This is an optimization exercise on Yosys and OpenROAD, whose aim is small area and a short achievable clock period, not a production implementation.
Power figures rest on the tool's default switching activity, not on a simulated workload.

==> flow/design.v <==
module mr_aoi22 (input logic a, b, c, d, output logic y);
  assign y = ~((a & b) | (c & d));
endmodule
module mr_nand4 (input logic a, b, c, d, output logic y);
  assign y = ~(a & b & c & d);
endmodule
module mr_oai21 (input logic a, b, c, output logic y);
  assign y = ~((a | b) & c);
endmodule
module mr_oai22 (input logic a, b, c, d, output logic y);
  assign y = ~((a | b) & (c | d));
endmodule
module mr_nand2 (input logic a, b, output logic y);
  assign y = ~(a & b);
endmodule
module mr_sel8 (input logic [7:0] d, input logic [7:0] s, output logic y);
  logic [3:0] n;
  for (genvar j = 0; j < 4; j++) begin : g_a
    mr_aoi22 u_a (.a(d[2*j]), .b(s[2*j]), .c(d[2*j+1]), .d(s[2*j+1]), .y(n[j]));
  end
  mr_nand4 u_o (.a(n[0]), .b(n[1]), .c(n[2]), .d(n[3]), .y(y));
endmodule
module mem_responder #(
  parameter int ADDR_BITS  = 6,
  parameter int RD_LATENCY = 1
) (
  input  logic                 clock,
  input  logic                 reset,
  input  logic [31:0]          Address,
  input  logic                 Wr,
  input  logic [31:0]          Datain,
  output logic [31:0]          Dataout,
  output logic                 rd_valid,
  output logic                 addr_err,
  input  logic                 ld_en,
  input  logic [ADDR_BITS-1:0] ld_addr,
  input  logic [31:0]          ld_data,
  output logic                 ld_clash
);
  localparam int ROWS = 1 << (ADDR_BITS - 2);
  localparam int RB   = ADDR_BITS - 2;
  localparam int NH   = ROWS / 8;    
  logic [7:0] bank [4][ROWS];
  function automatic logic [3:0] shifts(input logic [1:0] off);
    for (int b = 0; b < 4; b++)
      shifts[b] = (2'(b) < off);
  endfunction
  function automatic logic [ROWS-1:0] decode(input logic [RB-1:0] row, input logic en);
    for (int r = 0; r < ROWS; r++)
      decode[r] = en & (row == RB'(r));
  endfunction
  logic [3:0][ROWS-1:0] rd_sel;
  logic [3:0][3:0]      rot_sel;    
  logic [31:0]          rd_word;
  logic [ROWS-1:0] rd_ndec;    
  logic [3:0]      rd_sh;
  assign rd_ndec = ~decode(Address[ADDR_BITS-1:2], 1'b1);
  assign rd_sh   = shifts(Address[1:0]);
  for (genvar b = 0; b < 3; b++) begin : g_rsel
    for (genvar r = 0; r < ROWS; r++) begin : g_row
      mr_oai22 u_s (.a(rd_ndec[r]), .b(rd_sh[b]), .c(rd_ndec[(r+ROWS-1)%ROWS]), .d(~rd_sh[b]),
                    .y(rd_sel[b][r]));
    end
  end
  assign rd_sel[3] = ~rd_ndec;
  always_comb begin
    for (int k = 0; k < 4; k++)
      for (int b = 0; b < 4; b++)
        rot_sel[k][b] = (Address[1:0] == 2'(b - k));
  end
  logic [7:0] part [4][NH];
  for (genvar b = 0; b < 4; b++) begin : g_bank
    for (genvar h = 0; h < NH; h++) begin : g_half
      for (genvar i = 0; i < 8; i++) begin : g_bit
        logic [7:0] d;
        for (genvar r = 0; r < 8; r++) begin : g_row
          assign d[r] = bank[b][8*h+r][i];
        end
        mr_sel8 u_sel (.d(d), .s(rd_sel[b][8*h +: 8]), .y(part[b][h][i]));
      end
    end
  end
  for (genvar k = 0; k < 4; k++) begin : g_lane
    for (genvar i = 0; i < 8; i++) begin : g_bit
      logic [3:0] t;
      for (genvar b = 0; b < 4; b++) begin : g_b
        if (NH == 2) begin : g_two
          mr_oai21 u_t (.a(part[b][0][i]), .b(part[b][1][i]), .c(rot_sel[k][b]), .y(t[b]));
        end else begin : g_any
          logic any;
          always_comb begin
            any = 1'b0;
            for (int h = 0; h < NH; h++) any = any | part[b][h][i];
          end
          assign t[b] = ~(any & rot_sel[k][b]);
        end
      end
      mr_nand4 u_o (.a(t[0]), .b(t[1]), .c(t[2]), .d(t[3]), .y(rd_word[31-8*k-7+i]));
    end
  end
  logic                 ld_go;
  logic                 cpu_go;
  logic [ROWS-1:0]      ld_dec;
  logic [ROWS-1:0]      cpu_dec;
  logic [3:0]           ld_sh;
  logic [3:0][ROWS-1:0] wr_sel;
  logic [3:0][7:0]      wr_byte;
  logic [3:0][7:0]      wd_sel;     
  assign ld_go   = reset & ld_en;
  assign cpu_go  = reset & ~ld_en & Wr;
  assign ld_dec  = decode(ld_addr[ADDR_BITS-1:2], ld_go);
  assign cpu_dec = decode(Address[ADDR_BITS-1:2], cpu_go);
  assign ld_sh   = shifts(ld_addr[1:0]);
  for (genvar b = 0; b < 3; b++) begin : g_wen
    for (genvar r = 0; r < ROWS; r++) begin : g_row
      logic n_ld, n_cpu;
      mr_aoi22 u_l (.a(ld_dec[r]), .b(~ld_sh[b]), .c(ld_dec[(r+ROWS-1)%ROWS]), .d(ld_sh[b]), .y(n_ld));
      mr_aoi22 u_c (.a(cpu_dec[r]), .b(~rd_sh[b]), .c(cpu_dec[(r+ROWS-1)%ROWS]), .d(rd_sh[b]), .y(n_cpu));
      mr_nand2 u_e (.a(n_ld), .b(n_cpu), .y(wr_sel[b][r]));
    end
  end
  assign wr_sel[3] = ld_dec | cpu_dec;
  always_comb begin
    for (int b = 0; b < 4; b++)
      for (int k = 0; k < 4; k++) begin
        wd_sel[b][2*k]   = ld_en & (ld_addr[1:0] == 2'(b - k));
        wd_sel[b][2*k+1] = ~ld_en & (Address[1:0] == 2'(b - k));
      end
  end
  for (genvar b = 0; b < 4; b++) begin : g_wd
    for (genvar i = 0; i < 8; i++) begin : g_bit
      logic [7:0] d;
      for (genvar k = 0; k < 4; k++) begin : g_lane
        assign d[2*k]   = ld_data[31-8*k-7+i];
        assign d[2*k+1] = Datain[31-8*k-7+i];
      end
      mr_sel8 u_sel (.d(d), .s(wd_sel[b]), .y(wr_byte[b][i]));
    end
  end
  always_ff @(posedge clock) begin
    for (int b = 0; b < 4; b++)
      for (int r = 0; r < ROWS; r++)
        if (wr_sel[b][r]) bank[b][r] <= wr_byte[b];
  end
  always_ff @(posedge clock or negedge reset) begin
    if (!reset) begin
      Dataout  <= '0;
      addr_err <= 1'b0;
      rd_valid <= 1'b0;
      ld_clash <= 1'b0;
    end else begin
      Dataout  <= rd_word;
      addr_err <= (Address[31:ADDR_BITS] != '0);
      rd_valid <= 1'b1;
      ld_clash <= ld_en & Wr;
    end
  end
endmodule
export LEC_CHECK = 0
export ABC_AREA = 1
export CAP_MARGIN = 20
export CELL_PAD_IN_SITES_DETAIL_PLACEMENT = 1
export CELL_PAD_IN_SITES_GLOBAL_PLACEMENT = 2
export CORE_MARGIN = 2
export CORE_UTILIZATION = 30
export CTS_BUF_LIST = sky130_fd_sc_hd__clkbuf_8
export CTS_CLUSTER_DIAMETER = 80
export CTS_CLUSTER_SIZE = 16
export SETUP_SLACK_MARGIN = 2.6
export SLEW_MARGIN = 20
export SYNTH_HIERARCHICAL = 1
export SYNTH_MINIMUM_KEEP_SIZE = 0
create_clock -name core_clock -period 5.0 [get_ports {clock}]
standard.sh (not shown) runs the stock make flow with config.mk's settings and CLKGATE_MAP_FILE= SYNTH_SCRIPT=/design/flow/synth_recipe.tcl, a recipe that flattens the netlist after the stock synthesis.
==> flow/flow/run.sh <==
#!/bin/bash
# Own layout flow: the standard ORFS flow, with
#  - extra ORFS make variables from flow/make_vars.txt (one NAME=VALUE per line).
# Every tool's output goes to ORFS's own logs (orfs/logs/...) and the make output to flow_make.log.
set -euo pipefail
W=$(pwd)
F=$W/flow
{
  echo "proc abc {args} {"
  echo "  set i [lsearch -exact \$args -script]"
  echo "  if {\$i >= 0} { lset args [expr {\$i + 1}] {$F/abc.script} }"
  echo "  yosys abc {*}\$args"
  echo "}"
  cat "$W/synth_recipe.tcl"
} > "$W/own_synth.tcl"
vars=("SYNTH_SCRIPT=$W/own_synth.tcl")
if [[ -f $F/make_vars.txt ]]; then
  while IFS= read -r line; do
    [[ -z $line || $line == \#* ]] && continue
    vars+=("$line")
  done < "$F/make_vars.txt"
fi
bash "$W/standard.sh" "${vars[@]}" finish > "$W/flow_make.log" 2>&1
==> flow/flow/abc.script <==
strash
dch
map
topo
stime -c
==> flow/flow/make_vars.txt <==
MATCH_CELL_FOOTPRINT=0
BUFFER_PORTS_ARGS=-buffer_cell sky130_fd_sc_hd__buf_2
Next try:
--- a/flow/design.v
+++ b/flow/design.v
@@ -1,19 +1,16 @@
 module mr_aoi22 (input logic a, b, c, d, output logic y);
   assign y = ~((a & b) | (c & d));
+endmodule
+module mr_ao22 (input logic a, b, c, d, output logic y);
+  assign y = (a & b) | (c & d);
 endmodule
 module mr_nand4 (input logic a, b, c, d, output logic y);
   assign y = ~(a & b & c & d);
 endmodule
 module mr_oai21 (input logic a, b, c, output logic y);
   assign y = ~((a | b) & c);
-endmodule
-module mr_oai22 (input logic a, b, c, d, output logic y);
-  assign y = ~((a | b) & (c | d));
-endmodule
-module mr_nand2 (input logic a, b, output logic y);
-  assign y = ~(a & b);
 endmodule
 module mr_sel8 (input logic [7:0] d, input logic [7:0] s, output logic y);
   logic [3:0] n;
   for (genvar j = 0; j < 4; j++) begin : g_a
     mr_aoi22 u_a (.a(d[2*j]), .b(s[2*j]), .c(d[2*j+1]), .d(s[2*j+1]), .y(n[j]));
@@ -39,32 +36,25 @@
 );
   localparam int ROWS = 1 << (ADDR_BITS - 2);
   localparam int RB   = ADDR_BITS - 2;
   localparam int NH   = ROWS / 8;    
   logic [7:0] bank [4][ROWS];
-  function automatic logic [3:0] shifts(input logic [1:0] off);
+  function automatic logic [4*ROWS-1:0] row_selects(input logic [RB-1:0] row, input logic [1:0] off,
+                                                     input logic en);
+    logic [ROWS-1:0] dec;
+    logic [ROWS-1:0] dec_nx;
+    for (int r = 0; r < ROWS; r++) begin
+      dec[r]    = en & (row == RB'(r));
+      dec_nx[r] = en & (row == RB'(r - 1));
+    end
     for (int b = 0; b < 4; b++)
-      shifts[b] = (2'(b) < off);
-  endfunction
-  function automatic logic [ROWS-1:0] decode(input logic [RB-1:0] row, input logic en);
-    for (int r = 0; r < ROWS; r++)
-      decode[r] = en & (row == RB'(r));
+      row_selects[b*ROWS +: ROWS] = (2'(b) < off) ? dec_nx : dec;
   endfunction
   logic [3:0][ROWS-1:0] rd_sel;
   logic [3:0][3:0]      rot_sel;    
   logic [31:0]          rd_word;
-  logic [ROWS-1:0] rd_ndec;    
-  logic [3:0]      rd_sh;
-  assign rd_ndec = ~decode(Address[ADDR_BITS-1:2], 1'b1);
-  assign rd_sh   = shifts(Address[1:0]);
-  for (genvar b = 0; b < 3; b++) begin : g_rsel
-    for (genvar r = 0; r < ROWS; r++) begin : g_row
-      mr_oai22 u_s (.a(rd_ndec[r]), .b(rd_sh[b]), .c(rd_ndec[(r+ROWS-1)%ROWS]), .d(~rd_sh[b]),
-                    .y(rd_sel[b][r]));
-    end
-  end
-  assign rd_sel[3] = ~rd_ndec;
+  assign rd_sel = row_selects(Address[ADDR_BITS-1:2], Address[1:0], 1'b1);
   always_comb begin
     for (int k = 0; k < 4; k++)
       for (int b = 0; b < 4; b++)
         rot_sel[k][b] = (Address[1:0] == 2'(b - k));
   end
@@ -98,30 +88,22 @@
       mr_nand4 u_o (.a(t[0]), .b(t[1]), .c(t[2]), .d(t[3]), .y(rd_word[31-8*k-7+i]));
     end
   end
   logic                 ld_go;
   logic                 cpu_go;
-  logic [ROWS-1:0]      ld_dec;
-  logic [ROWS-1:0]      cpu_dec;
-  logic [3:0]           ld_sh;
+  logic [3:0][ROWS-1:0] ld_sel;
   logic [3:0][ROWS-1:0] wr_sel;
   logic [3:0][7:0]      wr_byte;
   logic [3:0][7:0]      wd_sel;     
   assign ld_go   = reset & ld_en;
   assign cpu_go  = reset & ~ld_en & Wr;
-  assign ld_dec  = decode(ld_addr[ADDR_BITS-1:2], ld_go);
-  assign cpu_dec = decode(Address[ADDR_BITS-1:2], cpu_go);
-  assign ld_sh   = shifts(ld_addr[1:0]);
-  for (genvar b = 0; b < 3; b++) begin : g_wen
+  assign ld_sel  = row_selects(ld_addr[ADDR_BITS-1:2], ld_addr[1:0], 1'b1);
+  for (genvar b = 0; b < 4; b++) begin : g_wen
     for (genvar r = 0; r < ROWS; r++) begin : g_row
-      logic n_ld, n_cpu;
-      mr_aoi22 u_l (.a(ld_dec[r]), .b(~ld_sh[b]), .c(ld_dec[(r+ROWS-1)%ROWS]), .d(ld_sh[b]), .y(n_ld));
-      mr_aoi22 u_c (.a(cpu_dec[r]), .b(~rd_sh[b]), .c(cpu_dec[(r+ROWS-1)%ROWS]), .d(rd_sh[b]), .y(n_cpu));
-      mr_nand2 u_e (.a(n_ld), .b(n_cpu), .y(wr_sel[b][r]));
+      mr_ao22 u_e (.a(ld_go), .b(ld_sel[b][r]), .c(cpu_go), .d(rd_sel[b][r]), .y(wr_sel[b][r]));
     end
   end
-  assign wr_sel[3] = ld_dec | cpu_dec;
   always_comb begin
     for (int b = 0; b < 4; b++)
       for (int k = 0; k < 4; k++) begin
         wd_sel[b][2*k]   = ld_en & (ld_addr[1:0] == 2'(b - k));
         wd_sel[b][2*k+1] = ~ld_en & (Address[1:0] == 2'(b - k));
Outcome: The new run finished clean. Wire length went up by a few percent. Cell count went up by a few percent. Synthesized area went up slightly. Total power went down by a few percent. Non-clock buffer count went down by 32. Worst setup slack gets better by 0.018 ns. Die area went up slightly. Global-route usage went up by 0.58 points. Core utilization went down by 0.92 points. Design area went down slightly. Via count is about the same. Sequential share of layout area went up by 0.94 points. Count of clock-buffer cells in the layout went down by 3. Sequential cell count is unchanged.
No functional check of the RTL was part of any run of this note.

## separate check: timing with driven ports
In the flow no input, the clock included, has a driving cell. The finished layouts below were timed again as built, in two steps.
Step 1 assumes that a clkbuf_16 drives the clock port and a buf_2 every other input.
Step 2, shift: input delay + t, output delay - t, t = (earliest + latest rising clock arrival at the registers) / 2. This alone moves slack from input paths to output paths.
Three values: ideal, step 1, step 2; two values: the first two.
run | shift t [ns] | slack for setup (ns) | hold slack, ns | worst data-port slew with drivers (ns)
the first run | 0.700 | 2.476 / 2.480 / 1.780 | 0.273 / 0.245 / 0.748 | 0.09
the second run | 0.703 | 2.494 / 2.460 / 1.758 | 0.347 / 0.312 / 0.778 | 0.09
After both steps setup and hold are still met in every run listed. For the second run, which loses most, drivers alone change the setup slack by -0.034 ns; drivers and shift together by -0.736 ns.
